This design comes from an exercise in tuning for small area, a short achievable clock period and few clock cycles per item on the open sky130 flow, not from production work. Only simulation tests tie the RTL to the original design; equivalence was not proved. Power figures rest on the tool's default switching activity, not on a simulated workload.

File: design/flow/flow/run.sh
#!/bin/bash
# The standard layout (standard.sh: the ORFS flow and its standard
# synthesis, unchanged) with one difference: the port buffers that ORFS adds
# before global placement are sky130_fd_sc_hd__buf_4 instead of the default
# delay cell, so every input and output still has its own buffer.
set -euo pipefail
export BUFFER_PORTS_ARGS="-buffer_cell sky130_fd_sc_hd__buf_4"
bash standard.sh > standard_flow.log 2>&1
File: design/flow/standard.sh
#!/bin/bash
# synth_recipe.tcl (not shown) runs the flow's synth.tcl, then flattens the netlist and writes it again
# the make line also repeats each setting of config.mk as NAME=value (left out here)
make -C /OpenROAD-flow-scripts/flow DESIGN_CONFIG=/design/flow/config.mk WORK_HOME=/design/flow/orfs CLKGATE_MAP_FILE= SYNTH_SCRIPT=/design/flow/synth_recipe.tcl "${@:-finish}"
File: design/flow/config.mk
export PLATFORM = sky130hd
export DESIGN_NAME = key_value_table
export DESIGN_NICKNAME = key_value_table
export VERILOG_FILES = /design/flow/design.v
export SDC_FILE = /design/flow/constraint.sdc
export NUM_CORES = 4
export LEC_CHECK = 0
export CAP_MARGIN = 20
export CORE_MARGIN = 2
export CORE_UTILIZATION = 40
export CTS_CLUSTER_DIAMETER = 100
export CTS_CLUSTER_SIZE = 25
export SETUP_SLACK_MARGIN = 2.0
export SLEW_MARGIN = 20
export TNS_END_PERCENT = 5
File: design/flow/constraint.sdc
create_clock -name core_clock -period 4.0 [get_ports {i_clk}]
set_input_delay 0.8000 -clock core_clock [delete_from_list [all_inputs] [get_ports {i_clk}]]
set_output_delay 0.8000 -clock core_clock [all_outputs]
set_load 0.01 [all_outputs]
File: design/flow/design.v
package kvt_pkg;
    localparam int ENTRIES = 16;
    localparam int KEY_W   = 32;
    localparam int VAL_W   = 32;
    localparam int OP_W    = 2;
    localparam logic [OP_W-1:0] OP_DEFINE = 2'd0;
    localparam logic [OP_W-1:0] OP_LOOKUP = 2'd1;
    localparam logic [OP_W-1:0] OP_DELETE = 2'd2;
    localparam logic [OP_W-1:0] OP_UNUSED = 2'd3;
endpackage
module kvt_cell
(
    input  logic                      i_clk,
    input  logic                      i_rst_n,
    input  logic [kvt_pkg::KEY_W-1:0] i_cmp_key,   
    input  logic [kvt_pkg::KEY_W-1:0] i_key,       
    input  logic [kvt_pkg::VAL_W-1:0] i_value,     
    input  logic                      i_match,     
    input  logic                      i_upd,       
    input  logic                      i_del,       
    input  logic                      i_ins,       
    input  logic                      i_dup,       
    output logic                      o_valid,
    output logic                      o_match,     
    output logic [kvt_pkg::VAL_W-1:0] o_value
);
    logic                      r_valid;
    logic                      w_valid;
    logic [kvt_pkg::KEY_W-1:0] r_key;
    logic [kvt_pkg::VAL_W-1:0] r_value;
    assign w_valid = r_valid && !i_dup;
    assign o_match = w_valid && (r_key == i_cmp_key);
    always_ff @(posedge i_clk) begin
        if (!i_rst_n) begin
            r_valid <= 1'b0;
        end else if (i_ins) begin
            r_valid <= 1'b1;
        end else if (i_dup || (i_del && i_match)) begin
            r_valid <= 1'b0;
        end
    end
    always_ff @(posedge i_clk) begin
        if (!w_valid) begin
            r_key <= i_key;
        end
        if (!w_valid || (i_upd && i_match)) begin
            r_value <= i_value;
        end
    end
    assign o_valid = w_valid;
    assign o_value = r_value;
endmodule
module key_value_table
(
    input  logic        i_clk,
    input  logic        i_rst_n,
    input  logic        i_s_axis_tvalid,
    output logic        o_s_axis_tready,
    input  logic [63:0] i_s_axis_tdata,    
    input  logic [1:0]  i_s_axis_tuser,    
    output logic        o_m_axis_tvalid,
    input  logic        i_m_axis_tready,
    output logic [31:0] o_m_axis_tdata,    
    output logic [1:0]  o_m_axis_tuser     
);
    localparam int N = kvt_pkg::ENTRIES;
    logic                      r_req_valid;
    logic [kvt_pkg::OP_W-1:0]  r_op;
    logic [kvt_pkg::KEY_W-1:0] r_key;
    logic [kvt_pkg::VAL_W-1:0] r_value;
    logic [N-1:0]              r_match;
    logic                      r_kill;     
    logic                      r_tready;   
    logic                      w_ready;
    logic                      w_req_valid_nx;
    logic                      w_skid_valid_nx;
    logic                      r_out_valid;
    logic                      r_found;
    logic                      r_full;
    logic [kvt_pkg::VAL_W-1:0] r_value_out;
    logic                      r_skid_valid;
    logic                      r_skid_found;
    logic                      r_skid_full;
    logic [kvt_pkg::VAL_W-1:0] r_skid_value;
    logic                      w_take;
    logic                      w_res_found;
    logic                      w_res_full;
    logic [kvt_pkg::VAL_W-1:0] w_res_value;
    logic                      w_advance;
    logic                      w_exec;
    logic                      w_define;
    logic                      w_delete;
    logic                      w_hit;
    logic                      w_full;
    logic                      w_same_key;
    logic [N-1:0]              w_valid;
    logic [N-1:0]              w_cmp;
    logic [N-1:0]              w_free;
    logic [N-1:0]              w_ins;
    logic [N-1:0]              r_dup;      
    logic [N-1:0]              w_insv;
    logic [kvt_pkg::VAL_W-1:0] w_value [N];
    logic [kvt_pkg::VAL_W-1:0] w_read;
    assign w_advance       = !r_skid_valid;
    assign w_exec          = r_req_valid && w_advance;
    assign w_take          = !r_out_valid || i_m_axis_tready;
    assign w_ready         = !r_req_valid || w_advance;
    assign o_s_axis_tready = r_tready;
    assign w_define = w_exec && (r_op == kvt_pkg::OP_DEFINE);
    assign w_delete = w_exec && (r_op == kvt_pkg::OP_DELETE);
    for (genvar g = 0; g < N; g++) begin : g_cell
        kvt_cell u_cell (
            .i_clk     (i_clk),
            .i_rst_n   (i_rst_n),
            .i_cmp_key (i_s_axis_tdata[31:0]),
            .i_key     (r_key),
            .i_value   (r_value),
            .i_match   (r_match[g]),
            .i_upd     (w_define),
            .i_del     (w_delete),
            .i_ins     (w_ins[g]),
            .i_dup     (r_dup[g]),
            .o_valid   (w_valid[g]),
            .o_match   (w_cmp[g]),
            .o_value   (w_value[g])
        );
    end
    always_comb begin
        logic seen;
        seen = 1'b0;
        for (int i = 0; i < N; i++) begin
            w_free[i] = !w_valid[i] && !seen;
            seen      = seen || !w_valid[i];
        end
    end
    assign w_hit  = |r_match && !r_kill;
    assign w_full = &w_valid;
    assign w_ins  = w_define ? w_free : '0;
    always_ff @(posedge i_clk) begin
        if (!i_rst_n) begin
            r_dup <= '0;
        end else begin
            r_dup <= w_hit ? w_ins : '0;
        end
    end
    assign w_insv = ((r_op == kvt_pkg::OP_DEFINE) && !w_hit) ? w_free : '0;
    assign w_same_key = r_req_valid && (r_key == i_s_axis_tdata[31:0]);
    always_comb begin
        w_read = '0;
        for (int i = 0; i < N; i++) begin
            w_read = w_read | (r_match[i] ? w_value[i] : '0);
        end
    end
    assign w_res_found = w_hit && (r_op != kvt_pkg::OP_UNUSED);
    assign w_res_full  = (r_op == kvt_pkg::OP_DEFINE) && !w_hit && w_full;
    assign w_res_value = ((r_op == kvt_pkg::OP_LOOKUP) && w_hit) ? w_read : '0;
    assign w_req_valid_nx  = w_ready ? i_s_axis_tvalid : r_req_valid;
    assign w_skid_valid_nx = r_skid_valid ? !w_take : (w_exec && !w_take);
    always_ff @(posedge i_clk) begin
        if (!i_rst_n) begin
            r_req_valid <= 1'b0;
            r_out_valid <= 1'b0;
            r_skid_valid <= 1'b0;
            r_tready     <= 1'b1;
        end else begin
            r_req_valid  <= w_req_valid_nx;
            r_skid_valid <= w_skid_valid_nx;
            r_tready     <= !w_req_valid_nx || !w_skid_valid_nx;
            if (w_take) begin
                r_out_valid <= r_skid_valid || w_exec;
            end
        end
    end
    always_ff @(posedge i_clk) begin
        if (w_ready) begin
            r_op    <= i_s_axis_tuser;
            r_key   <= i_s_axis_tdata[31:0];
            r_value <= i_s_axis_tdata[63:32];
            r_match <= w_cmp | (w_insv & {N{w_same_key}});
            r_kill  <= w_same_key && (r_op == kvt_pkg::OP_DELETE);
        end
        if (w_take) begin
            r_found     <= r_skid_valid ? r_skid_found : w_res_found;
            r_full      <= r_skid_valid ? r_skid_full  : w_res_full;
            r_value_out <= r_skid_valid ? r_skid_value : w_res_value;
        end
        if (!r_skid_valid) begin
            r_skid_found <= w_res_found;
            r_skid_full  <= w_res_full;
            r_skid_value <= w_res_value;
        end
    end
    assign o_m_axis_tvalid = r_out_valid;
    assign o_m_axis_tdata  = r_value_out;
    assign o_m_axis_tuser  = {r_full, r_found};
endmodule
==> results of run 1 <==
==> registers in the layout, summed over array words and instances, names as in the netlist, 32 cells and up <==
name and cells:
g_cell.u_cell.r_key 512, g_cell.u_cell.r_value 512, r_key 32, r_skid_value 32, r_value 32, r_value_out 32
==> worst max path at each step <==
stage | endpoint | slack (ns) | cells after the start
floorplan | g_cell[2].u_cell.r_value[0] | 1.38 | 3
global placement | r_match[11] | 0.81 | 6
detailed placement | r_match[11] | 0.77 | 6
CTS | r_value_out[10] | 1.86 | 6
global route | r_value_out[12] | 1.75 | 7
finish | r_value_out[18] | 1.73 | 7
==> Yosys cell counts (8+ instances only) <==
| cell | instances |
|---|---|
| nand3_1 | 69 |
| nand4_1 | 88 |
| edfxtp_1 | 1141 |
| nand2b_1 | 11 |
| xnor2_1 | 228 |
| buf_1 | 10 |
| o31ai_1 | 32 |
| buf_2 | 72 |
| a22o_1 | 46 |
| nor2b_1 | 9 |
| a221oi_1 | 46 |
| inv_1 | 10 |
| dfxtp_1 | 70 |
| nand2_1 | 69 |
| nor4_1 | 81 |
| a22oi_1 | 164 |
| clkbuf_1 | 62 |
| nor3_1 | 28 |
| a21oi_1 | 14 |
| nor2_1 | 59 |
| a21o_1 | 8 |
| o22ai_1 | 9 |
| xor2_1 | 315 |
==> power groups by stage <==
stage          clock [mW]  combinational (mW)  sequential, mW
4_1_cts              6.64                1.21            14.8
3_3_place_gp            0                1.09            15.1
3_5_place_dp            0                1.10            15.1
2_1_floorplan           0               0.613            15.0
6_report             6.55                1.25            14.8
5_1_grt              7.04                1.30            14.8
==> layer usage <==
layer	routed length, um	GRT usage	vias to the layer above
li1	-	-	10730
met1	55630	0.3115	13480
met2	66570	0.3852	1299
met3	11750	0.03880	248
met4	6083	0.08850	0
met5	0	0	-
==> through the flow <==
stage | std cells | hold slack (ns) | setup slack, ns
after floorplan | 2700 | 0.4184 | 1.379
after global placement | 4267 | 0.4342 | 0.8114
after detailed placement | 4269 | 0.4423 | 0.7732
after CTS | 4397 | 0.2399 | 1.861
after global routing | 4428 | 0.2507 | 1.748
final | 4431 | 0.2773 | 1.727
==> logic make-up (layout without fill, tap and decap cells) <==
group | Yosys count | after routing | synth area share
flops | 1211 | 1211 | 0.7710
xor+xnor | 543 | 543 | 0.1028
compound gates | 345 | 345 | 0.05821
other cells | 0 | 3 | 0
simple gates | 435 | 435 | 0.05137
buf+inv | 166 | 382 | 0.01658
==> cell type report <==
cell class / instances / area, um^2
fillers: 9839 / 62310
flip-flops and latches: 1211 / 35670
multi-input cells: 1323 / 10430
repair buffers: 276 / 2545
well taps: 1512 / 1892
clock buffers: 89 / 1525
clock inverters: 6 / 78.83
inverters: 11 / 41.29
diodes: 3 / 7.507
==> what timing repair did <==
| item | 4_1_cts | 5_1_grt |
|---|---|---|
| setup buffers | 32 | 29 |
| endpoints found under the setup margin | 603 | 595 |
| hold buffers | 0 | 0 |
| cloned | 1 | 2 |
| resized for setup | 95 | 66 |
| pin swaps | 22 | 14 |
==> summary.txt, run 1 <==
Synthesis
  • FFs w/ async S/R, synth: 0
  • Number of synthesis warnings: 3
  • Cell accounting for the most synthesized area: edfxtp_1
  • Post-synthesis sequential area ratio: 0.7710
  • Post-synth top area share: 0.7407
  • Syn nets: 2,770
  • Synth area leaders: edfxtp_1 (74%), xor2_1 (6.0%), xnor2_1 (4.3%)
  • Number of enable flip-flop cells after synthesis: between 1k and 1.5k
  • Mapped Area: between 40,000 and 50,000 um^2
  • Netlist cell types: 47
  • Avg Inst Size Synth: 17.13 um^2
  • Synth Register Bits: ~1.2k
  • Top_reg_cell synth: edfxtp_1
  • Post-Syn Instances: about 2.7k

Global route
  • Largest net degree at the start of global routing: slightly below 80
  • First-pass GRT wire length: around 190,000 um
  • Vias in the first global route: roughly 25k
  • Total track usage: 0.2337
  • Initial antenna violation count: 6
  • Global route total overflow: 0

Clock network
  • CTS tree: done
  • CTS buffer count: 55
  • Htree depth: 2
  • Clock sink total: approximately 1.2k
  • Worst skew pair latency: roughly 0.70 ns
  • CTS root buf: clkbuf_16
  • Worst-path clk slew: roughly 0.10 ns
  • CTS Buffer Depth: 3

Critical path
  • CP max stage delay: between 0.4 and 0.5 ns
  • FF-to-FF path depth: 7
  • Crit-path cells: nor4_1 -> a41oi_1 -> buf_4 -> nand3b_1 -> buf_12 -> buf_6 -> o31ai_2
  • Critical R2R Capture: r_value_out[18]
  • RR Startpoint: r_match[0]
  • Critical path launch point type: flop
  • Critical path class: reg2reg
  • Critical Path Fanout Max: 7
  • Endpoint type of the worst setup path: flop
  • WP buf/inv: 3
  • Slowest CP cell: o31ai_2
  • Critical path's top delay family: compound AO/OA/AOI/OAI gates
  • Worst setup path startpoint: r_match[0]
  • R2r setup slk: about 1.7 ns
  • WP data arrival: roughly 2.7 ns
  • CP Data Required Time: about 4.4 ns

Timing
  • Slew headroom: 0.3262
  • # setup viols final: 0
  • Tmin final: 2.273 ns
  • Max-slew violation count: 0
  • Setup Skew: roughly 0.05 ns
  • Unrepaired setup endpoints after global routing: true
  • Worst slew pin tran: just over 1 ns
  • Final worst-path cycle share: 0.5681
  • Hold Fails Final Rpt: 0
  • Max frequency: roughly 0.44 GHz
  • Setup TNS: 0 ns

Power
  • P per Cell Area: 432.3 nW/um^2
  • IR drop worst, VDD: approximately 0.34 mV
  • Sequential share of power: 0.654
  • Pwr Total: about 23 mW
  • Static leakage: roughly 18 nW
  • Sw Ratio: 0.2203
  • Internal Power: roughly 18 mW
  • Comb power frac: 0.055
  • Clock power share: 0.290
  • Psw: between 4 and 5 mW

Die
  • Row cnt: about 120
  • Die height: approximately 340 um
  • Top Ports: around 110
  • Die area: about 120,000 um^2
  • Die width: roughly 340 um
  • Initial Util: 0.4040
  • Core area: around 110,000 um^2

Placed design
  • Final GP Congestion: 0.8861
  • Placed cell area: between 40,000 and 50,000 um^2
  • Port buffer count: between 100 and 150
  • DPL Wire Length: 78,610 um

Cells and area
  • Area Overhead vs Synth: 12.82%
  • Commonest non-fill, non-tap cell in the layout: edfxtp_1
  • Most frequent cells in the layout: edfxtp_1 (1,141), xor2_1 (315), xnor2_1 (224)
  • Share of cells above drive strength 1: 0.1478
  • Final #Nets: 2,948
  • Final instance area: ~52,000 um^2
  • Fin util: 0.4558

Min path
  • Hold Path Origin: i_s_axis_tdata[43]
  • Hold depth: 1
  • Hold Crit Class: in2reg
  • Endpoint, Worst Hold: r_value[11]

Routing
  • Post-Route WL: 140,000 um
  • Vias per inst: between 5 and 6
  • Drc violations: 0
  • First-pass iteration count of the detailed router: 6
  • DR vias: approximately 26k
  • DRT iter0 DRCs: roughly 3.5k
  • Detail Route Antenna Nets: 0
  • WL/cell: about 32 um

Run status
  • Status: timing/DRC/antenna clean

Run
  • Max-cap violations: 0
Testbench counts, summed over its fixed seeds: cycles 9,616, items 9,600.
==> inputs of run 2 (changes only) <==
--- a/design/flow/design.v
+++ b/design/flow/design.v
@@ -173,4 +173,15 @@
     end
     always_ff @(posedge i_clk) begin
+        if (!i_rst_n) begin
+            r_found     <= 1'b0;
+            r_full      <= 1'b0;
+            r_value_out <= '0;
+        end else if (w_take) begin
+            r_found     <= r_skid_valid ? r_skid_found : w_res_found;
+            r_full      <= r_skid_valid ? r_skid_full  : w_res_full;
+            r_value_out <= r_skid_valid ? r_skid_value : w_res_value;
+        end
+    end
+    always_ff @(posedge i_clk) begin
         if (w_ready) begin
             r_op    <= i_s_axis_tuser;
@@ -180,9 +191,4 @@
             r_kill  <= w_same_key && (r_op == kvt_pkg::OP_DELETE);
         end
-        if (w_take) begin
-            r_found     <= r_skid_valid ? r_skid_found : w_res_found;
-            r_full      <= r_skid_valid ? r_skid_full  : w_res_full;
-            r_value_out <= r_skid_valid ? r_skid_value : w_res_value;
-        end
         if (!r_skid_valid) begin
             r_skid_found <= w_res_found;
==> summary.txt, run 2 <==
Timing
  • # setup viols final: 0 (unchanged)
  • Max-slew violation count: 0 (unchanged)
  • Setup Skew: 0.05165 ns (was 0.04881 ns)
  • Hold Fails Final Rpt: 0 (unchanged)
  • Worst slew pin tran: 0.9473 ns (was 1.009 ns)
  • Final worst-path cycle share: 0.5465 (was 0.5681)
  • Unrepaired setup endpoints after global routing: true (unchanged)
  • Tmin final: 2.186 ns (was 2.273 ns)
  • Max frequency: 0.4575 GHz (was 0.4400 GHz)
  • Setup TNS: 0 ns (unchanged)
  • Slew headroom: 0.3678 (was 0.3262)

Die
  • Initial Util: 0.4048 (was 0.4040)
  • Die height: 344.6 um (was 344.1 um)
  • Die area: 118,800 um^2 (was 118,400 um^2)
  • Die width: 344.6 um (was 344.1 um)
  • Core area: 114,700 um^2 (was 114,500 um^2)
  • Row cnt: 124 (unchanged)
  • Top Ports: 106 (unchanged)

Global route
  • Global route total overflow: 0 (unchanged)
  • Largest net degree at the start of global routing: 48 (was 78)
  • Vias in the first global route: 25.51k (was 25.35k)
  • Total track usage: 0.2353 (was 0.2337)
  • Initial antenna violation count: 6 (unchanged)
  • First-pass GRT wire length: 195,900 um (was 193,800 um)

Run
  • Max-cap violations: 0 (unchanged)

Critical path
  • Critical Path Fanout Max: 18 (was 7)
  • Critical path launch point type: input pin (was flop)
  • Endpoint type of the worst setup path: flop (unchanged)
  • WP data arrival: 2.74 ns (was 2.70 ns)
  • CP Data Required Time: 4.55 ns (was 4.42 ns)
  • FF-to-FF path depth: 7 (unchanged)
  • Critical path class: in2reg (was reg2reg)

Power
  • Static leakage: 17.81 nW (was 18.13 nW)
  • IR drop worst, VDD: 0.3420 mV (was 0.3406 mV)
  • P per Cell Area: 432.3 nW/um^2 (about the same)
  • Pwr Total: 22.46 mW (was 22.56 mW)

Routing
  • First-pass iteration count of the detailed router: 5 (was 6)
  • Met3 WL: 12,990 um (was 11,750 um)
  • Post-Route WL: 142,400 um (was 140,000 um)
  • WL/cell: 32.55 um (was 31.60 um)
  • DR vias: 26.11k (was 25.75k)
  • WL met1: 57,310 um (was 55,630 um)
  • DRT iter0 DRCs: 3,617 (was 3,531)
  • Vias per inst: 5.969 (was 5.812)
  • Top layer in use: met5 (was met4)
  • Total length of routed met2 wires: 66,860 um (was 66,570 um)
  • Detail Route Antenna Nets: 0 (unchanged)
  • Drc violations: 0 (unchanged)

Cells and area
  • Final #Nets: 2,896 (was 2,948)
  • Commonest non-fill, non-tap cell in the layout: edfxtp_1 (unchanged)
  • Ant diodes: 0 (was 3)
  • Filler-free cell count of the finished design: 4,374 (was 4,431)
  • Area of the multi-input gates: 10,670 um^2 (was 10,430 um^2)
  • Most frequent cells in the layout: edfxtp_1 (1,107), xor2_1 (318), xnor2_1 (219) (was edfxtp_1 (1,141), xor2_1 (315), xnor2_1 (224))
  • FILL cells: 9,720 (was 9,839)
  • Reg area: 35,330 um^2 (was 35,670 um^2)
  • Area Overhead vs Synth: 11.95% (was 12.82%)
  • Biggest regs: g_cell.u_cell.r_key (512), g_cell.u_cell.r_value (512) (unchanged)
  • Share of cells above drive strength 1: 0.1405 (was 0.1478)

Synthesis
  • Synth area leaders: edfxtp_1 (72%), xor2_1 (6.0%), dfxtp_1 (4.5%) (was edfxtp_1 (74%), xor2_1 (6.0%), xnor2_1 (4.3%))
  • Netlist cell types: 53 (was 47)
  • Mapped Area: 46,410 um^2 (was 46,260 um^2)
  • Post-Syn Instances: 2,677 (was 2,700)
  • Synth Register Bits: 1,211 (unchanged)
  • Top_reg_cell synth: edfxtp_1 (unchanged)
  • Number of enable flip-flop cells after synthesis: 1,107 (was 1,141)
  • Avg Inst Size Synth: 17.34 um^2 (was 17.13 um^2)
  • Syn nets: 2,747 (was 2,770)
  • Cell accounting for the most synthesized area: edfxtp_1 (unchanged)
  • Post-synthesis sequential area ratio: 0.7611 (was 0.7710)
  • Number of synthesis warnings: 3 (unchanged)
  • Most common cell in the netlist: edfxtp_1 (unchanged)
  • FFs w/ async S/R, synth: 0 (unchanged)
  • Post-synth top area share: 0.7162 (was 0.7407)
  • Top post-synthesis cells by count: edfxtp_1 (1,107), xor2_1 (318), xnor2_1 (225) (was edfxtp_1 (1,141), xor2_1 (315), xnor2_1 (228))

Placed design
  • Port buffer count: 105 (unchanged)
  • DPL Wire Length: 81,880 um (was 78,610 um)
  • Placed insts: 4,239 (was 4,269)
  • Final GP Congestion: 0.9093 (was 0.8861)

Clock network
  • Worst skew pair latency: 0.70 ns (about the same)
  • CTS tree: done (unchanged)
  • Htree depth: 2 (unchanged)
  • Clock sink total: 1,211 (unchanged)
  • Worst-path clk slew: 0.11 ns (was 0.10 ns)
  • CTS Buffer Depth: 3 (unchanged)
  • CTS root buf: clkbuf_16 (unchanged)
  • CTS buffer count: 55 (unchanged)
  • Hold_buf cts: 0 (unchanged)

Run status
  • Status: timing/DRC/antenna clean (unchanged)

Min path
  • Hold depth: 1 (unchanged)
  • Hold Crit Class: in2reg (unchanged)
run 2: cell count changes after synthesis, sizes merged, moves of 16 or more:
cell,change
a22o,+116
nand3,-46
dfxtp,+34
nand4,-16
o21ai,+36
a22oi,-164
and4,+33
o31ai,-32
nor2,-28
a221oi,+82
edfxtp,-34
run 2: worst max-delay path, stage by stage:
cell and delay, ns:
buf_4 0.38, xor2_1 0.24, nor4_1 0.80, nand4_1 0.30, o22ai_4 0.18
run 2: path summary, 6_finish.rpt:
kind / start / to / slack, ns
min reg2reg: r_skid_value[19] / r_skid_value[19] / 0.47
min: i_s_axis_tdata[36] / r_value[4] / 0.29
max: i_s_axis_tdata[14] / r_match[13] / 1.81
max reg2reg: r_match[0] / r_value_out[5] / 1.82
run 2: power breakdown:
part           internal, mW  total (mW)  leakage (nW)  switching (mW)
clock                  2.65        6.54         0.758            3.89
sequential             14.4        14.7          12.6           0.299
combinational         0.437        1.22          4.46           0.786
run 2: what timing repair did:
| action | in CTS | in global routing |
|---|---|---|
| cloned | 1 | 3 |
| resized for setup | 75 | 77 |
| setup endpoints to repair | 718 | 516 |
| endpoints found under the hold margin | 0 | 0 |
| setup buffers | 25 | 13 |
| pin swaps | 6 | 21 |
run 2: routing by layer:
metal  GRT usage  vias to the layer above
li1            -                    10660
met1      0.3251                    13760
met2      0.3780                     1449
met3     0.03677                      240
met4     0.08524                        2
met5           0                        -
run 2: cell families (layout without fill, tap and decap cells):
| family | after synthesis | count (layout) | synth area share |
|---|---|---|---|
| simple gates | 371 | 371 | 0.04896 |
| xor+xnor | 543 | 543 | 0.1025 |
| flops | 1211 | 1211 | 0.7611 |
| buf+inv | 170 | 355 | 0.01911 |
| compound gates | 382 | 382 | 0.06837 |
run 2: cell type report:
cell class / instances / area share
timing repair buffer: 251 / 0.04703
clock inverter: 4 / 0.001324
tap: 1512 / 0.03641
multi-input combinational: 1296 / 0.2054
inverter: 11 / 0.0007947
sequential: 1211 / 0.6799
clock buffer: 89 / 0.02914
run 2: per-stage QoR:
| stage | setup slack (ns) | area [um^2] | util | hold WS (ns) |
|---|---|---|---|---|
| final | 1.814 | 51960 | 0.4532 | 0.2857 |
| after global routing | 1.793 | 51960 | 0.4532 | 0.2677 |
| after CTS | 1.887 | 51420 | 0.4485 | 0.2592 |
| after detailed placement | 0.7024 | 49230 | 0.4294 | 0.4553 |
| after global placement | 0.7590 | 49170 | 0.4289 | 0.4450 |
| after floorplan | 1.776 | 46470 | - | 0.4296 |
Testbench counts of run 2, summed over its fixed seeds: cycles 9,616, items 9,600.
==> inputs of run 3 (changes only) <==
--- a/design/flow/config.mk
+++ b/design/flow/config.mk
@@ -8,5 +8,5 @@
 export CAP_MARGIN = 20
 export CORE_MARGIN = 2
-export CORE_UTILIZATION = 40
+export CORE_UTILIZATION = 50
 export CTS_CLUSTER_DIAMETER = 100
 export CTS_CLUSTER_SIZE = 25
==> summary.txt, run 3 <==
Run status
  • Status: timing/DRC/antenna clean (unchanged)

Power
  • IR drop worst, VDD: 0.4788 mV (was 0.3420 mV)
  • Static leakage: 17.76 nW (was 17.81 nW)
  • Pwr Total: 22.42 mW (was 22.46 mW)
  • P per Cell Area: 434.6 nW/um^2 (was 432.3 nW/um^2)

Timing
  • Setup TNS: 0 ns (unchanged)
  • # setup viols final: 0 (unchanged)
  • Final worst-path cycle share: 0.5697 (was 0.5465)
  • Worst slew pin tran: 1.103 ns (was 0.9473 ns)
  • Slew headroom: 0.2631 (was 0.3678)
  • Tmin final: 2.279 ns (was 2.186 ns)
  • Hold Fails Final Rpt: 0 (unchanged)
  • Unrepaired setup endpoints after global routing: true (unchanged)
  • Max-slew violation count: 0 (unchanged)
  • Setup Skew: 0.03261 ns (was 0.05165 ns)
  • Max frequency: 0.4388 GHz (was 0.4575 GHz)

Cells and area
  • Area of the multi-input gates: 10,730 um^2 (was 10,670 um^2)
  • Most frequent cells in the layout: edfxtp_1 (1,107), xor2_1 (318), xnor2_1 (221) (was edfxtp_1 (1,107), xor2_1 (318), xnor2_1 (219))
  • Area Overhead vs Synth: 11.15% (was 11.95%)
  • FILL cells: 7,097 (was 9,720)
  • Final #Nets: 2,897 (was 2,896)
  • Reg area: 35,330 um^2 (about the same)
  • Commonest non-fill, non-tap cell in the layout: edfxtp_1 (unchanged)
  • Filler-free cell count of the finished design: 4,118 (was 4,374)
  • Share of cells above drive strength 1: 0.1407 (was 0.1405)
  • Biggest regs: g_cell.u_cell.r_key (512), g_cell.u_cell.r_value (512) (unchanged)
  • Fin util: 0.5619 (was 0.4532)

Clock network
  • CTS buffer count: 54 (was 55)
  • CTS tree: done (unchanged)
  • CTS root buf: clkbuf_16 (unchanged)
  • Worst skew pair latency: 0.69 ns (was 0.70 ns)
  • CTS Buffer Depth: 3 (unchanged)
  • Hold_buf cts: 0 (unchanged)
  • Htree depth: 2 (unchanged)
  • Clock sink total: 1,211 (unchanged)
  • Worst-path clk slew: 0.11 ns (about the same)

Routing
  • Post-Route WL: 145,800 um (was 142,400 um)
  • WL/cell: 35.41 um (was 32.55 um)
  • First-pass iteration count of the detailed router: 6 (was 5)
  • Detail Route Antenna Nets: 0 (unchanged)
  • Drc violations: 0 (unchanged)
  • DR vias: 26.08k (was 26.11k)
  • Vias per inst: 6.332 (was 5.969)
  • DRT iter0 DRCs: 3,683 (was 3,617)

Synthesis
  • Syn nets: 2,747 (unchanged)
  • Synth area leaders: edfxtp_1 (72%), xor2_1 (6.0%), dfxtp_1 (4.5%) (unchanged)
  • Most common cell in the netlist: edfxtp_1 (unchanged)
  • Post-synth top area share: 0.7162 (unchanged)
  • Top post-synthesis cells by count: edfxtp_1 (1,107), xor2_1 (318), xnor2_1 (225) (unchanged)
  • Synth Register Bits: 1,211 (unchanged)
  • Avg Inst Size Synth: 17.34 um^2 (unchanged)
  • Top_reg_cell synth: edfxtp_1 (unchanged)
  • Post-synthesis sequential area ratio: 0.7611 (unchanged)
  • Netlist cell types: 53 (unchanged)
  • Number of synthesis warnings: 3 (unchanged)
  • Post-Syn Instances: 2,677 (unchanged)
  • Number of enable flip-flop cells after synthesis: 1,107 (unchanged)
  • FFs w/ async S/R, synth: 0 (unchanged)
  • Mapped Area: 46,410 um^2 (unchanged)
  • Cell accounting for the most synthesized area: edfxtp_1 (unchanged)

Critical path
  • Endpoint type of the worst setup path: flop (unchanged)
  • Critical Path Fanout Max: 18 (unchanged)
  • WP data arrival: 2.82 ns (was 2.74 ns)
  • CP Data Required Time: 4.54 ns (was 4.55 ns)
  • Critical path launch point type: input pin (unchanged)
  • Critical path class: in2reg (unchanged)

Run
  • Max-cap violations: 0 (unchanged)

Placed design
  • DPL Wire Length: 83,320 um (was 81,880 um)
  • Port buffer count: 105 (unchanged)
  • Placed insts: 3,971 (was 4,239)
  • Final GP Congestion: 0.9385 (was 0.9093)

Die
  • Top Ports: 106 (unchanged)
  • Initial Util: 0.5056 (was 0.4048)
  • Core area: 91,800 um^2 (was 114,700 um^2)
  • Die height: 308.7 um (was 344.6 um)
  • Row cnt: 111 (was 124)
  • Die area: 95,280 um^2 (was 118,800 um^2)
  • Die width: 308.7 um (was 344.6 um)

Global route
  • Total track usage: 0.3039 (was 0.2353)
  • Vias in the first global route: 25.38k (was 25.51k)
  • Largest net degree at the start of global routing: 37 (was 48)
  • First-pass GRT wire length: 200,300 um (was 195,900 um)
  • Initial antenna violation count: 5 (was 6)
  • Global route total overflow: 0 (unchanged)

Min path
  • Hold Crit Class: in2reg (unchanged)
==> run 3: changes by cell type in the layout (fill, tap and decap cells not counted), sizes merged <==
cell / before / now
bufbuf: 1 / 0
clkbuf: 92 / 100
diode: 0 / 4
nand2: 68 / 69
nand3: 23 / 24
==> run 3: timing repair <==
action                     CTS  global route
pin swaps                   24             6
setup buffers               29             9
resized for setup           99            49
setup endpoints to repair  766           606
gates cloned                 1             4
hold endpoints to repair     0             0
==> run 3: path summary, 6_finish.rpt <==
check | slack [ns] | cells after the start | end | start
max | 1.72 | 6 | r_match[7] | i_s_axis_tdata[1]
min | 0.29 | 1 | r_value[18] | i_s_axis_tdata[50]
max reg2reg | 1.76 | 5 | r_match[7] | g_cell[7].u_cell.r_key[22]
min reg2reg | 0.47 | 0 | g_cell[13].u_cell.r_key[28] | r_key[28]
==> run 3: report_power, final <==
group | internal, mW | leakage, nW | switching, mW
registers | 14.4 | 12.6 | 0.298
clock network | 2.60 | 0.738 | 3.87
logic | 0.440 | 4.44 | 0.806
==> run 3: critical path: stages <==
cell	delay, ns
buf_4	0.34
xor2_1	0.17
nor4_4	0.45
nand4_1	0.29
or4_1	0.62
o22ai_2	0.14
==> run 3: layout make-up <==
class,count,area share
diodes,4,0.0001940
clock buffers,96,0.02925
clock inverters,4,0.0009702
inverters,11,0.0008974
multi-input cells,1298,0.2079
flip-flops and latches,1211,0.6848
well taps,1243,0.03015
repair buffers,251,0.04579
==> run 3: routing by layer <==
metal / up-vias / track usage / part of all wire
li1: 10690 / - / -
met1: 13590 / 0.4138 / 0.39
met2: 1501 / 0.4915 / 0.47
met3: 294 / 0.03967 / 0.090
met4: 4 / 0.1385 / 0.051
met5: - / 0 / 0.00016
==> run 3: through the flow <==
stage                     hold slack, ns  instance area, um^2  setup WS (ns)
after floorplan                   0.4296                46470          1.776
after global placement            0.4311                48820         0.3993
after detailed placement          0.4425                48860         0.3918
after CTS                         0.2496                51200          1.666
after global routing              0.2600                51580          1.725
final                             0.2881                51590          1.721
==> run 3: kinds of logic after synthesis <==
family          share of synthesized area
xor+xnor                           0.1025
compound gates                    0.06837
buf+inv                           0.01911
simple gates                      0.04896
flops                              0.7611
==> inputs of run 4 (changes only) <==
--- a/design/flow/config.mk
+++ b/design/flow/config.mk
@@ -8,8 +8,8 @@
 export CAP_MARGIN = 20
 export CORE_MARGIN = 2
-export CORE_UTILIZATION = 50
+export CORE_UTILIZATION = 40
 export CTS_CLUSTER_DIAMETER = 100
 export CTS_CLUSTER_SIZE = 25
 export SETUP_SLACK_MARGIN = 2.0
 export SLEW_MARGIN = 20
-export TNS_END_PERCENT = 5
+export TNS_END_PERCENT = 10
==> summary.txt, run 4 <==
Cells and area
  • Final #Nets: 2,903 (was 2,897)
  • Filler-free cell count of the finished design: 4,381 (was 4,118)
  • Share of cells above drive strength 1: 0.1426 (was 0.1407)
  • Biggest regs: g_cell.u_cell.r_key (512), g_cell.u_cell.r_value (512) (unchanged)
  • Most frequent cells in the layout: edfxtp_1 (1,107), xor2_1 (318), xnor2_1 (216) (was edfxtp_1 (1,107), xor2_1 (318), xnor2_1 (221))
  • Final instance area: 52,060 um^2 (was 51,590 um^2)
  • Ant diodes: 0 (was 4)
  • Commonest non-fill, non-tap cell in the layout: edfxtp_1 (unchanged)
  • Area Overhead vs Synth: 12.18% (was 11.15%)

Critical path
  • Critical R2R Capture: r_value_out[5] (was r_match[7])
  • Critical path class: reg2reg (was in2reg)
  • Critical Path Fanout Max: 34 (was 18)
  • CP Data Required Time: 4.57 ns (was 4.54 ns)
  • R2r setup slk: 1.84 ns (was 1.76 ns)
  • FF-to-FF path depth: 6 (was 5)
  • RR Startpoint: r_match[2] (was g_cell[7].u_cell.r_key[22])
  • Endpoint type of the worst setup path: flop (unchanged)
  • Critical path launch point type: flop (was input pin)
  • WP data arrival: 2.74 ns (was 2.82 ns)

Synthesis
  • Mapped Area: 46,410 um^2 (unchanged)
  • Synth area leaders: edfxtp_1 (72%), xor2_1 (6.0%), dfxtp_1 (4.5%) (unchanged)
  • Most common cell in the netlist: edfxtp_1 (unchanged)
  • Number of synthesis warnings: 3 (unchanged)
  • Netlist cell types: 53 (unchanged)
  • Syn nets: 2,747 (unchanged)
  • Post-Syn Instances: 2,677 (unchanged)
  • Cell accounting for the most synthesized area: edfxtp_1 (unchanged)
  • Post-synth top area share: 0.7162 (unchanged)
  • Top_reg_cell synth: edfxtp_1 (unchanged)
  • Number of enable flip-flop cells after synthesis: 1,107 (unchanged)
  • Avg Inst Size Synth: 17.34 um^2 (unchanged)
  • Top post-synthesis cells by count: edfxtp_1 (1,107), xor2_1 (318), xnor2_1 (225) (unchanged)
  • Post-synthesis sequential area ratio: 0.7611 (unchanged)
  • FFs w/ async S/R, synth: 0 (unchanged)
  • Synth Register Bits: 1,211 (unchanged)

Die
  • Core area: 114,700 um^2 (was 91,800 um^2)
  • Row cnt: 124 (was 111)
  • Die width: 344.6 um (was 308.7 um)
  • Die area: 118,800 um^2 (was 95,280 um^2)
  • Initial Util: 0.4048 (was 0.5056)
  • Top Ports: 106 (unchanged)
  • Die height: 344.6 um (was 308.7 um)

Clock network
  • Clock sink total: 1,211 (unchanged)
  • Worst skew pair latency: 0.70 ns (was 0.69 ns)
  • CTS tree: done (unchanged)
  • CTS root buf: clkbuf_16 (unchanged)
  • Htree depth: 2 (unchanged)
  • CTS buffer count: 55 (was 54)
  • CTS Buffer Depth: 3 (unchanged)
  • Worst-path clk slew: 0.11 ns (about the same)

Power
  • IR drop worst, VDD: 0.3476 mV (was 0.4788 mV)
  • Sequential share of power: 0.654 (was 0.656)
  • Psw: 4.978 mW (about the same)
  • Clock power share: 0.291 (was 0.289)
  • Static leakage: 17.88 nW (was 17.76 nW)
  • P per Cell Area: 431.6 nW/um^2 (was 434.6 nW/um^2)
  • Internal Power: 17.50 mW (was 17.44 mW)
  • Comb power frac: 0.055 (was 0.056)
  • Sw Ratio: 0.2215 (was 0.2220)
  • Pwr Total: 22.47 mW (was 22.42 mW)

Timing
  • # setup viols final: 0 (unchanged)
  • Max frequency: 0.4621 GHz (was 0.4388 GHz)
  • Worst slew pin tran: 0.9749 ns (was 1.103 ns)
  • Final setup margin: 1.836 ns (was 1.721 ns)
  • Unrepaired setup endpoints after global routing: true (unchanged)
  • Tmin final: 2.164 ns (was 2.279 ns)
  • Hold Fails Final Rpt: 0 (unchanged)
  • Setup TNS: 0 ns (unchanged)
  • Max-slew violation count: 0 (unchanged)
  • Slew headroom: 0.3493 (was 0.2631)
  • Final worst-path cycle share: 0.5410 (was 0.5697)
  • Setup Skew: 0.04905 ns (was 0.03261 ns)

Routing
  • Post-Route WL: 142,700 um (was 145,800 um)
  • DR vias: 26.10k (was 26.08k)
  • First-pass iteration count of the detailed router: 8 (was 6)
  • DRT iter0 DRCs: 3,673 (was 3,683)
  • Vias per inst: 5.956 (was 6.332)
  • WL/cell: 32.56 um (was 35.41 um)
  • Detail Route Antenna Nets: 0 (unchanged)
  • Drc violations: 0 (unchanged)

Placed design
  • Port buffer count: 105 (unchanged)
  • DPL Wire Length: 81,880 um (was 83,320 um)
  • Placed insts: 4,239 (was 3,971)
  • Placed cell area: 49,230 um^2 (was 48,860 um^2)
  • Dpl ws: 0.7024 ns (was 0.3918 ns)
  • Final GP Congestion: 0.9093 (was 0.9385)

Global route
  • Global route total overflow: 0 (unchanged)
  • Initial antenna violation count: 7 (was 5)
  • First-pass GRT wire length: 196,400 um (was 200,300 um)
  • Vias in the first global route: 25.51k (was 25.38k)
  • Total track usage: 0.2361 (was 0.3039)
  • Largest net degree at the start of global routing: 48 (was 37)

Min path
  • Endpoint, Worst Hold: r_value[4] (was r_value[18])
  • Hold depth: 1 (unchanged)
  • Hold Path Origin: i_s_axis_tdata[36] (was i_s_axis_tdata[50])
  • Hold Crit Class: in2reg (unchanged)

Run
  • Max-cap violations: 0 (unchanged)

Run status
  • Status: timing/DRC/antenna clean (unchanged)
==> run 4: cell count changes in the layout (fill, tap and decap cells not counted), moves of 5 or more <==
cell	change
buf_12	+9
xnor2_1	-5
nor4_2	-5
clkbuf_1	-9
buf_6	-5
nor4_1	+7
==> run 4: how the worst max path moves through the flow <==
stage                                        start                          to  slack (ns)
final                                   r_match[2]              r_value_out[5]        1.84
after CTS                 g_cell[0].u_cell.r_valid  g_cell[0].u_cell.r_key[19]        1.89
after detailed placement        i_s_axis_tdata[31]                  r_match[1]        0.70
after global routing                      r_key[5]                 r_match[10]        1.82
after floorplan                  i_s_axis_tdata[3]                 r_match[11]        1.78
after global placement          i_s_axis_tdata[31]                  r_match[1]        0.76
==> run 4: kinds of logic (layout without fill, tap and decap cells) <==
family | Yosys count | count (layout) | synth area share
xor+xnor | 543 | 543 | 0.1025
flops | 1211 | 1211 | 0.7611
compound gates | 382 | 383 | 0.06837
buf+inv | 170 | 361 | 0.01911
simple gates | 371 | 371 | 0.04896
==> run 4: power by group through the flow <==
stage                     clock network [mW]  logic (mW)  registers, mW
final                                   6.54        1.23           14.7
after global routing                    7.02        1.28           14.8
after CTS                               6.61        1.19           14.7
after detailed placement                   0        1.11           15.0
after global placement                     0        1.09           15.0
after floorplan                            0       0.629           14.9
==> run 4: worst max-delay path: stages (launching register included) <==
cell and delay (ns):
edfxtp_1 0.55, buf_12 0.26, a22o_1 0.24, a221oi_1 0.32
and4_2 0.35, o21ai_1 0.08, a22o_1 0.20
==> run 4: area by class of cell <==
class,count,area [um^2]
Fill cell,9712,62590
Sequential cell,1211,35330
Multi-Input combinational cell,1297,10660
Timing Repair Buffer,257,2564
Tap cell,1512,1892
Clock buffer,89,1514
Clock inverter,4,68.82
Inverter,11,41.29
==> run 4: metrics by stage <==
stage          utilization  hold slack (ns)
2_1_floorplan            -           0.4296
3_3_place_gp        0.4289           0.4450
3_5_place_dp        0.4294           0.4553
4_1_cts             0.4489           0.2592
5_1_grt             0.4541           0.2677
6_report            0.4541           0.2918
==> run 4: what timing repair did <==
item / in CTS / in global routing
setup endpoints to repair: 718 / 436
hold endpoints to repair: 0 / 0
pin swaps: 7 / 17
gates resized for setup: 80 / 79
hold buffers: 0 / 0
buffers inserted: 26 / 17
gates cloned: 2 / 4
==> run 4: routing by layer <==
| metal | part of all wire | wire [um] | GRT usage |
|---|---|---|---|
| met5 | 0.000091 | 13 | 0 |
| met4 | 0.036 | 5180 | 0.08442 |
| met3 | 0.094 | 13390 | 0.03699 |
| met2 | 0.47 | 67120 | 0.3810 |
| met1 | 0.40 | 56960 | 0.3252 |
==> inputs of run 5 (changes only) <==
--- a/design/flow/design.v
+++ b/design/flow/design.v
@@ -70,4 +70,5 @@
     logic [kvt_pkg::VAL_W-1:0] r_value;
     logic [N-1:0]              r_match;
+    logic [N-1:0]              r_match_wr;  
     logic                      r_kill;     
     logic                      r_tready;   
@@ -116,5 +117,5 @@
             .i_key     (r_key),
             .i_value   (r_value),
-            .i_match   (r_match[g]),
+            .i_match   (r_match_wr[g]),
             .i_upd     (w_define),
             .i_del     (w_delete),
@@ -188,5 +189,7 @@
             r_key   <= i_s_axis_tdata[31:0];
             r_value <= i_s_axis_tdata[63:32];
-            r_match <= w_cmp | (w_insv & {N{w_same_key}});
+            r_match    <= w_cmp | (w_insv & {N{w_same_key}});
+            r_match_wr <= (w_cmp | (w_insv & {N{w_same_key}}))
+                          & {N{!i_s_axis_tuser[0]}};
             r_kill  <= w_same_key && (r_op == kvt_pkg::OP_DELETE);
         end
==> design/flow/flow/run.sh (replaced) <==
#!/bin/bash
# The standard layout (standard.sh: the ORFS flow and its standard
# synthesis, unchanged) with one difference: the port buffers that ORFS adds
# before global placement are sky130_fd_sc_hd__buf_2 instead of the default
# delay cell, so every input and output still has its own buffer.
set -euo pipefail
export BUFFER_PORTS_ARGS="-buffer_cell sky130_fd_sc_hd__buf_2"
bash standard.sh > standard_flow.log 2>&1
--- a/design/flow/config.mk
+++ b/design/flow/config.mk
@@ -13,3 +13,3 @@
 export SETUP_SLACK_MARGIN = 2.0
 export SLEW_MARGIN = 20
-export TNS_END_PERCENT = 10
+export TNS_END_PERCENT = 5
==> summary.txt, run 5 <==
Run status
  • Status: timing/DRC/antenna clean (unchanged)

Run
  • Max-cap violations: 0 (unchanged)

Placed design
  • Final GP Congestion: 0.8662 (was 0.9093)
  • Port buffer count: 105 (unchanged)
  • DPL Wire Length: 82,630 um (was 81,880 um)

Cells and area
  • Ant diodes: 0 (unchanged)
  • Biggest regs: g_cell.u_cell.r_key (512), g_cell.u_cell.r_value (512) (unchanged)
  • Commonest non-fill, non-tap cell in the layout: edfxtp_1 (unchanged)
  • Share of cells above drive strength 1: 0.1468 (was 0.1426)
  • Final #Nets: 3,059 (was 2,903)
  • Fin util: 0.4507 (was 0.4541)
  • Area Overhead vs Synth: 11.74% (was 12.18%)
  • Most frequent cells in the layout: edfxtp_1 (1,123), xnor2_1 (440), buf_4 (162) (was edfxtp_1 (1,107), xor2_1 (318), xnor2_1 (216))

Critical path
  • Most used cell, CP: buf_12 (was a22o_1)
  • Endpoint type of the worst setup path: flop (unchanged)
  • CP max stage delay: 0.42 ns (was 0.55 ns)
  • RR Startpoint: r_key[12] (was r_match[2])
  • Critical Path Fanout Max: 8 (was 34)
  • Crit-path cells: buf_12 -> xnor2_4 -> nand4_1 -> nor4_4 -> buf_4 -> nand4_4 -> buf_12 -> o41ai_4 -> nor2b_1 (was buf_12 -> a22o_1 -> a221oi_1 -> and4_2 -> o21ai_1 -> a22o_1)
  • Critical path launch point type: flop (unchanged)
  • WP data arrival: 3.15 ns (was 2.74 ns)
  • CP Data Required Time: 4.55 ns (was 4.57 ns)
  • Slowest CP cell: edfxtp_1 (unchanged)
  • Worst setup path startpoint: r_key[12] (was r_match[2])
  • Critical path class: reg2reg (unchanged)

Die
  • Core area: 116,400 um^2 (was 114,700 um^2)
  • Initial Util: 0.4034 (was 0.4048)
  • Row cnt: 125 (was 124)
  • Top Ports: 106 (unchanged)
  • Die height: 346.6 um (was 344.6 um)
  • Die area: 120,100 um^2 (was 118,800 um^2)
  • Die width: 346.6 um (was 344.6 um)

Routing
  • Vias per inst: 5.783 (was 5.956)
  • WL/cell: 31.29 um (was 32.56 um)
  • Drc violations: 0 (unchanged)
  • Post-Route WL: 141,700 um (was 142,700 um)
  • First-pass iteration count of the detailed router: 5 (was 8)
  • DRT iter0 DRCs: 3,426 (was 3,673)
  • Detail Route Antenna Nets: 0 (unchanged)
  • DR vias: 26.19k (was 26.10k)

Clock network
  • CTS tree: done (unchanged)
  • Worst-path clk slew: 0.10 ns (was 0.11 ns)
  • Htree depth: 2 (unchanged)
  • Clock sink total: 1,227 (was 1,211)
  • CTS buffer count: 55 (unchanged)
  • CTS root buf: clkbuf_16 (unchanged)
  • CTS Buffer Depth: 3 (unchanged)
  • Worst skew pair latency: 0.70 ns (about the same)

Synthesis
  • Main combinational cell family by area after synthesis: XOR/XNOR gates (unchanged)
  • Syn nets: 2,866 (was 2,747)
  • Avg Inst Size Synth: 16.79 um^2 (was 17.34 um^2)
  • Adder-cell area share of the yosys netlist: 0 (unchanged)
  • Post-Synth XOR/XNOR Area: 0.1004 (was 0.1025)
  • Number of enable flip-flop cells after synthesis: 1,123 (was 1,107)
  • Number of synthesis warnings: 3 (unchanged)
  • Synth Register Bits: 1,227 (was 1,211)
  • Most common cell in the netlist: edfxtp_1 (unchanged)
  • Cell accounting for the most synthesized area: edfxtp_1 (unchanged)
  • Post-synthesis mux area share: 0 (unchanged)
  • FFs w/ async S/R, synth: 0 (unchanged)
  • Top_reg_cell synth: edfxtp_1 (unchanged)
  • Post-Syn Instances: 2,796 (was 2,677)
  • Compound-Gate Fraction of Synth Area: 0.06800 (was 0.06837)
  • Post-synth top area share: 0.7185 (was 0.7162)
  • Synth Area in Simple Gates: 0.05358 (was 0.04896)
  • Post-synthesis sequential area ratio: 0.7628 (was 0.7611)
  • Mapped Area: 46,940 um^2 (was 46,410 um^2)
  • Synth area leaders: edfxtp_1 (72%), xnor2_1 (8.4%), dfxtp_1 (4.4%) (was edfxtp_1 (72%), xor2_1 (6.0%), dfxtp_1 (4.5%))
  • Top post-synthesis cells by count: edfxtp_1 (1,123), xnor2_1 (448), a22oi_1 (128) (was edfxtp_1 (1,107), xor2_1 (318), xnor2_1 (225))
  • Netlist cell types: 49 (was 53)

Global route
  • Vias in the first global route: 25.76k (was 25.51k)
  • Initial antenna violation count: 3 (was 7)
  • Global route total overflow: 0 (unchanged)
  • First-pass GRT wire length: 197,100 um (was 196,400 um)
  • Total track usage: 0.2309 (was 0.2361)
  • Largest net degree at the start of global routing: 100 (was 48)

Timing
  • Hold Fails Final Rpt: 0 (unchanged)
  • Slew headroom: 0.3879 (was 0.3493)
  • Max-slew violation count: 0 (unchanged)
  • # setup viols final: 0 (unchanged)
  • Setup Skew: 0.04374 ns (was 0.04905 ns)
  • Tmin final: 2.607 ns (was 2.164 ns)
  • Unrepaired setup endpoints after global routing: true (unchanged)
  • Worst slew pin tran: 0.9098 ns (was 0.9749 ns)
  • Max frequency: 0.3836 GHz (was 0.4621 GHz)
  • Final worst-path cycle share: 0.6517 (was 0.5410)
  • Setup TNS: 0 ns (unchanged)

Power
  • Static leakage: 18.23 nW (was 17.88 nW)
  • IR drop worst, VDD: 0.4888 mV (was 0.3476 mV)
  • P per Cell Area: 430.0 nW/um^2 (was 431.6 nW/um^2)

Min path
  • Hold Crit Class: in2reg (unchanged)
  • Hold Path Origin: i_s_axis_tdata[53] (was i_s_axis_tdata[36])
==> run 5: cell count changes after synthesis, moves of 18 or more <==
cell / before / now
a22oi_1: 0 / 128
clkbuf_1: 56 / 102
and4_1: 33 / 0
a221oi_1: 128 / 64
xnor2_1: 225 / 448
nor4_1: 77 / 37
a22o_1: 162 / 99
nor2_1: 30 / 61
buf_2: 67 / 31
nand4_1: 72 / 111
xor2_1: 318 / 90
nand3_1: 21 / 102
buf_1: 4 / 22
==> run 5: kinds of logic after synthesis <==
group,count (synthesis)
compound gates,388
xor+xnor,538
buf+inv,172
flops,1227
simple gates,471
==> run 5: power by group <==
part,internal [mW],switching (mW)
registers,14.6,0.291
logic,0.475,0.777
clock network,2.58,3.86
total,17.6,4.93
==> run 5: per-stage QoR <==
| step | cells | power [mW] | hold WS, ns | setup slack (ns) | instance area (um^2) |
|---|---|---|---|---|---|
| final | 4529 | 22.55 | 0.2799 | 1.393 | 52450 |
| after global routing | 4529 | 23.18 | 0.2433 | 1.309 | 52450 |
| after CTS | 4501 | 22.64 | 0.2402 | 1.377 | 52110 |
| after detailed placement | 4408 | 16.36 | 0.4607 | 0.5709 | 49940 |
| after global placement | 4408 | 16.32 | 0.4556 | 0.5363 | 49940 |
| after floorplan | 2796 | 15.79 | 0.4223 | 1.446 | 47110 |
==> run 5: path summary, 6_finish.rpt <==
path,end,slack [ns],depth (start not counted)
max,r_match_wr[15],1.39,9
min reg2reg,r_skid_value[0],0.47,2
min,r_value[21],0.28,1
max reg2reg,r_match_wr[15],1.39,9
==> run 5: metal layers <==
layer  GRT usage  part of all wire
met4     0.07498             0.036
met3     0.02686             0.075
met1      0.3037              0.39
met5           0                 0
met2      0.3990              0.50
==> run 5: area by class of cell <==
| type | instances | area, um^2 |
|---|---|---|
| fill | 10050 | 63910 |
| sequential | 1227 | 35810 |
| multi-input combinational | 1397 | 10850 |
| timing repair buffer | 297 | 2315 |
| tap | 1524 | 1907 |
| clock buffer | 67 | 1443 |
| clock inverter | 6 | 83.83 |
| inverter | 11 | 41.29 |
==> run 5: what timing repair did <==
action | in CTS | in global routing
buffers inserted | 17 | 27
gates cloned | 3 | 1
resized for setup | 72 | 21
hold buffers | 0 | 0
pin swaps | 17 | 8
endpoints found under the setup margin | 675 | 671
==> run 5: critical path, delay by kind of cell, from the launching register on <==
| kind | cells | cell delay (ns) |
|---|---|---|
| xor gates and xnor gates | 1 | 0.22 |
| AOI/OAI and AO/OA | 1 | 0.33 |
| and+or+nand+nor | 4 | 0.93 |
| buffers and inverters | 3 | 0.57 |
| DFF | 1 | 0.42 |
Testbench counts of run 5, summed over its fixed seeds: cycles 9,616, items 9,600.
==> inputs of run 6 (changes only) <==
--- a/design/flow/design.v
+++ b/design/flow/design.v
@@ -70,19 +70,10 @@
     logic [kvt_pkg::VAL_W-1:0] r_value;
     logic [N-1:0]              r_match;
-    logic [N-1:0]              r_match_wr;  
     logic                      r_kill;     
-    logic                      r_tready;   
     logic                      w_ready;
-    logic                      w_req_valid_nx;
-    logic                      w_skid_valid_nx;
     logic                      r_out_valid;
     logic                      r_found;
     logic                      r_full;
     logic [kvt_pkg::VAL_W-1:0] r_value_out;
-    logic                      r_skid_valid;
-    logic                      r_skid_found;
-    logic                      r_skid_full;
-    logic [kvt_pkg::VAL_W-1:0] r_skid_value;
-    logic                      w_take;
     logic                      w_res_found;
     logic                      w_res_full;
@@ -103,9 +94,8 @@
     logic [kvt_pkg::VAL_W-1:0] w_value [N];
     logic [kvt_pkg::VAL_W-1:0] w_read;
-    assign w_advance       = !r_skid_valid;
+    assign w_advance       = !r_out_valid || i_m_axis_tready;
     assign w_exec          = r_req_valid && w_advance;
-    assign w_take          = !r_out_valid || i_m_axis_tready;
     assign w_ready         = !r_req_valid || w_advance;
-    assign o_s_axis_tready = r_tready;
+    assign o_s_axis_tready = w_ready;
     assign w_define = w_exec && (r_op == kvt_pkg::OP_DEFINE);
     assign w_delete = w_exec && (r_op == kvt_pkg::OP_DELETE);
@@ -117,5 +107,5 @@
             .i_key     (r_key),
             .i_value   (r_value),
-            .i_match   (r_match_wr[g]),
+            .i_match   (r_match[g]),
             .i_upd     (w_define),
             .i_del     (w_delete),
@@ -156,18 +146,14 @@
     assign w_res_full  = (r_op == kvt_pkg::OP_DEFINE) && !w_hit && w_full;
     assign w_res_value = ((r_op == kvt_pkg::OP_LOOKUP) && w_hit) ? w_read : '0;
-    assign w_req_valid_nx  = w_ready ? i_s_axis_tvalid : r_req_valid;
-    assign w_skid_valid_nx = r_skid_valid ? !w_take : (w_exec && !w_take);
     always_ff @(posedge i_clk) begin
         if (!i_rst_n) begin
             r_req_valid <= 1'b0;
             r_out_valid <= 1'b0;
-            r_skid_valid <= 1'b0;
-            r_tready     <= 1'b1;
         end else begin
-            r_req_valid  <= w_req_valid_nx;
-            r_skid_valid <= w_skid_valid_nx;
-            r_tready     <= !w_req_valid_nx || !w_skid_valid_nx;
-            if (w_take) begin
-                r_out_valid <= r_skid_valid || w_exec;
+            if (w_ready) begin
+                r_req_valid <= i_s_axis_tvalid;
+            end
+            if (w_advance) begin
+                r_out_valid <= r_req_valid;
             end
         end
@@ -178,8 +164,8 @@
             r_full      <= 1'b0;
             r_value_out <= '0;
-        end else if (w_take) begin
-            r_found     <= r_skid_valid ? r_skid_found : w_res_found;
-            r_full      <= r_skid_valid ? r_skid_full  : w_res_full;
-            r_value_out <= r_skid_valid ? r_skid_value : w_res_value;
+        end else if (w_advance) begin
+            r_found     <= w_res_found;
+            r_full      <= w_res_full;
+            r_value_out <= w_res_value;
         end
     end
@@ -189,13 +175,6 @@
             r_key   <= i_s_axis_tdata[31:0];
             r_value <= i_s_axis_tdata[63:32];
-            r_match    <= w_cmp | (w_insv & {N{w_same_key}});
-            r_match_wr <= (w_cmp | (w_insv & {N{w_same_key}}))
-                          & {N{!i_s_axis_tuser[0]}};
+            r_match <= w_cmp | (w_insv & {N{w_same_key}});
             r_kill  <= w_same_key && (r_op == kvt_pkg::OP_DELETE);
-        end
-        if (!r_skid_valid) begin
-            r_skid_found <= w_res_found;
-            r_skid_full  <= w_res_full;
-            r_skid_value <= w_res_value;
         end
     end
==> summary.txt, run 6 <==
Placed design
  • Final GP Congestion: 0.8315 (was 0.8662)
  • DPL Wire Length: 76,650 um (was 82,630 um)
  • Port buffer count: 105 (unchanged)

Power
  • Internal Power: 17.14 mW (was 17.63 mW)
  • Psw: 4.978 mW (was 4.927 mW)
  • Clock power share: 0.288 (was 0.286)
  • Sequential share of power: 0.652 (was 0.659)
  • Comb power frac: 0.060 (was 0.056)
  • P per Cell Area: 440.9 nW/um^2 (was 430.0 nW/um^2)
  • Sw Ratio: 0.2251 (was 0.2184)
  • IR drop worst, VDD: 0.3918 mV (was 0.4888 mV)
  • Static leakage: 17.30 nW (was 18.23 nW)

Die
  • Die height: 339.6 um (was 346.6 um)
  • Initial Util: 0.4020 (was 0.4034)
  • Die area: 115,300 um^2 (was 120,100 um^2)
  • Top Ports: 106 (unchanged)
  • Row cnt: 123 (was 125)
  • Core area: 112,000 um^2 (was 116,400 um^2)
  • Die width: 339.6 um (was 346.6 um)

Timing
  • Setup Skew: 0.05358 ns (was 0.04374 ns)
  • Slew headroom: 0.2863 (was 0.3879)
  • Tmin final: 2.527 ns (was 2.607 ns)
  • Setup TNS: 0 ns (unchanged)
  • Hold Fails Final Rpt: 0 (unchanged)
  • # setup viols final: 0 (unchanged)
  • Unrepaired setup endpoints after global routing: true (unchanged)
  • Max frequency: 0.3957 GHz (was 0.3836 GHz)
  • Final worst-path cycle share: 0.6318 (was 0.6517)
  • Max-slew violation count: 0 (unchanged)
  • Worst slew pin tran: 1.069 ns (was 0.9098 ns)

Synthesis
  • Cell accounting for the most synthesized area: edfxtp_1 (unchanged)
  • Number of synthesis warnings: 3 (unchanged)
  • Most common cell in the netlist: edfxtp_1 (unchanged)
  • Mapped Area: 45,040 um^2 (was 46,940 um^2)
  • Number of enable flip-flop cells after synthesis: 1,107 (was 1,123)
  • Synth Register Bits: 1,175 (was 1,227)
  • Post-synthesis sequential area ratio: 0.7683 (was 0.7628)
  • Avg Inst Size Synth: 16.87 um^2 (was 16.79 um^2)
  • Post-Syn Instances: 2,670 (was 2,796)
  • Syn nets: 2,740 (was 2,866)
  • Top_reg_cell synth: edfxtp_1 (unchanged)
  • Top post-synthesis cells by count: edfxtp_1 (1,107), xor2_1 (298), xnor2_1 (239) (was edfxtp_1 (1,123), xnor2_1 (448), a22oi_1 (128))
  • Synth area leaders: edfxtp_1 (74%), xor2_1 (5.8%), xnor2_1 (4.6%) (was edfxtp_1 (72%), xnor2_1 (8.4%), dfxtp_1 (4.4%))
  • FFs w/ async S/R, synth: 0 (unchanged)
  • Post-synth top area share: 0.7381 (was 0.7185)
  • Netlist cell types: 48 (was 49)

Clock network
  • CTS Buffer Depth: 3 (unchanged)
  • Clock sink total: 1,175 (was 1,227)
  • Htree depth: 2 (unchanged)
  • CTS root buf: clkbuf_16 (unchanged)
  • Hold_buf cts: 0 (unchanged)
  • Worst skew pair latency: 0.71 ns (was 0.70 ns)
  • CTS buffer count: 54 (was 55)
  • Worst-path clk slew: 0.10 ns (about the same)
  • CTS tree: done (unchanged)

Global route
  • Global route total overflow: 0 (unchanged)
  • Vias in the first global route: 24.70k (was 25.76k)
  • Met3 Use GR: 0.03394 (was 0.02686)
  • Largest net degree at the start of global routing: 38 (was 100)
  • Most Used Layer, Global Route: met2 (unchanged)
  • First-pass GRT wire length: 189,100 um (was 197,100 um)
  • M2 GR Usage: 0.3807 (was 0.3990)
  • Initial antenna violation count: 2 (was 3)
  • Routing usage on met1: 0.3129 (was 0.3037)
  • Total track usage: 0.2309 (about the same)

Routing
  • Vias per inst: 5.791 (was 5.783)
  • First-pass iteration count of the detailed router: 5 (unchanged)
  • Post-Route WL: 135,700 um (was 141,700 um)
  • DRT iter0 DRCs: 3,162 (was 3,426)
  • WL/cell: 31.09 um (was 31.29 um)
  • DR vias: 25.27k (was 26.19k)
  • Drc violations: 0 (unchanged)
  • Detail Route Antenna Nets: 0 (unchanged)

Critical path
  • Critical path launch point type: flop (unchanged)
  • Critical path class: reg2reg (unchanged)
  • WP data arrival: 3.05 ns (was 3.15 ns)
  • CP Data Required Time: 4.53 ns (was 4.55 ns)
  • Critical Path Fanout Max: 17 (was 8)
  • Endpoint type of the worst setup path: flop (unchanged)

Run
  • Max-cap violations: 0 (unchanged)

Cells and area
  • Commonest non-fill, non-tap cell in the layout: edfxtp_1 (unchanged)
  • Area Overhead vs Synth: 11.35% (was 11.74%)
  • Biggest regs: g_cell.u_cell.r_key (512), g_cell.u_cell.r_value (512) (unchanged)
  • Fin util: 0.4476 (was 0.4507)
  • Share of cells above drive strength 1: 0.1352 (was 0.1468)
  • Final #Nets: 2,905 (was 3,059)
  • Most frequent cells in the layout: edfxtp_1 (1,107), xor2_1 (298), xnor2_1 (239) (was edfxtp_1 (1,123), xnor2_1 (440), buf_4 (162))

Min path
  • Hold Crit Class: in2reg (unchanged)

Run status
  • Status: timing/DRC/antenna clean (unchanged)
==> run 6: kinds of logic after synthesis <==
kind of cell | count (synthesis) | share of synthesized area
AO/OA/AOI/OAI | 349 | 0.06039
XOR/XNOR | 537 | 0.1044
buffers and inverters | 172 | 0.01531
flip-flops | 1175 | 0.7683
AND/OR/NAND/NOR | 437 | 0.05159
==> run 6: final cells by class <==
class / instances / area, um^2
clock inverter: 7 / 116.4
sequential: 1175 / 34600
antenna: 2 / 5.005
clock buffer: 76 / 1434
timing repair buffer: 261 / 2004
fill: 9758 / 61880
inverter: 19 / 73.82
multi-input combinational: 1324 / 10040
tap: 1500 / 1877
==> run 6: worst paths after layout <==
path                                    startpoint     endpoint  cells past startpoint  slack (ns)
worst max register to register           r_key[13]   r_match[3]                      8        1.47
worst min-delay path            i_s_axis_tdata[50]  r_value[18]                      1        0.27
worst min register to register             r_found      r_found                      2        0.46
worst max-delay path                     r_key[13]   r_match[3]                      8        1.47
==> run 6: critical path: stages, from the launching register on <==
cell and delay (ns):
edfxtp_1 0.42, buf_8 0.19, xor2_1 0.21, nor4_1 0.26
buf_4 0.20, nand4_1 0.09, or4_4 0.48, buf_12 0.19
o41ai_2 0.30
==> run 6: per-layer routing <==
layer / vias to the layer above / wire length, um
met5: - / 0
met2: 1264 / 65570
met4: 0 / 4991
li1: 10550 / -
met1: 13260 / 54640
met3: 201 / 10490
==> run 6: power by group through the flow <==
stage	clock [mW]	sequential (mW)	combinational (mW)
6_report	6.37	14.4	1.33
5_1_grt	6.87	14.5	1.39
4_1_cts	6.45	14.4	1.31
3_5_place_dp	0	14.7	1.26
3_3_place_gp	0	14.7	1.25
2_1_floorplan	0	14.6	0.702
==> run 6: what timing repair did <==
item,4_1_cts,5_1_grt
endpoints found under the setup margin,641,723
gates cloned,3,2
setup buffers,14,7
pin swaps,6,6
gates resized for setup,33,36
==> run 6: through the flow <==
stage                     power, mW  instances  hold WS (ns)  setup slack (ns)  cell area, um^2
after floorplan               15.35       2670        0.4323             1.331            45200
after global placement        15.93       4253        0.4303            0.5938            48020
after detailed placement      15.98       4253        0.4372            0.6535            48020
after CTS                     22.17       4353        0.2255             1.433            49890
after global routing          22.74       4362        0.2289             1.437            50150
final                         22.11       4364        0.2700             1.473            50150
Testbench counts of run 6, summed over its fixed seeds: cycles 9,616, items 9,600.

## what the ideal ports hide
Ports are ideal in the flow. The routed layouts listed here were re-timed in OpenROAD. Step 1 (the two cells are an assumption about what drives the block):
set clk [get_ports {i_clk}]
set_driving_cell -lib_cell sky130_fd_sc_hd__clkbuf_16 $clk
set_driving_cell -lib_cell sky130_fd_sc_hd__buf_2 [delete_from_list [all_inputs] $clk]
Step 2, shift: input delay + t, output delay - t, t = (earliest + latest rising clock arrival at the registers) / 2. This alone moves slack from input paths to output paths. Slacks: ideal ports / drivers / drivers and shift; pairs: ideal ports / drivers.
| run | t (ns) | slack for setup (ns) | hold slack, ns | slew at the worst register clock pin (ns) | cell pins on the clock port's net |
|---|---|---|---|---|---|
| run 1 | 0.744 | 1.727 / 1.727 / 1.098 | 0.277 / 0.239 / 0.466 | 0.11 / 0.11 | 1 |
| run 2 | 0.744 | 1.814 / 1.816 / 1.105 | 0.286 / 0.245 / 0.467 | 0.11 / 0.11 | 1 |
| run 3 | 0.748 | 1.721 / 1.658 / 0.910 | 0.288 / 0.242 / 0.468 | 0.11 / 0.11 | 1 |
| run 4 | 0.741 | 1.836 / 1.836 / 1.141 | 0.292 / 0.250 / 0.467 | 0.11 / 0.11 | 1 |
| run 5 | 0.754 | 1.393 / 1.393 / 0.759 | 0.280 / 0.235 / 0.470 | 0.12 / 0.12 | 1 |
| run 6 | 0.750 | 1.473 / 1.473 / 0.842 | 0.270 / 0.227 / 0.457 | 0.11 / 0.11 | 1 |
After both steps every run listed still meets setup and hold. For run 3, which loses most, drivers alone change the setup slack by -0.063 ns; drivers and shift together by -0.811 ns.
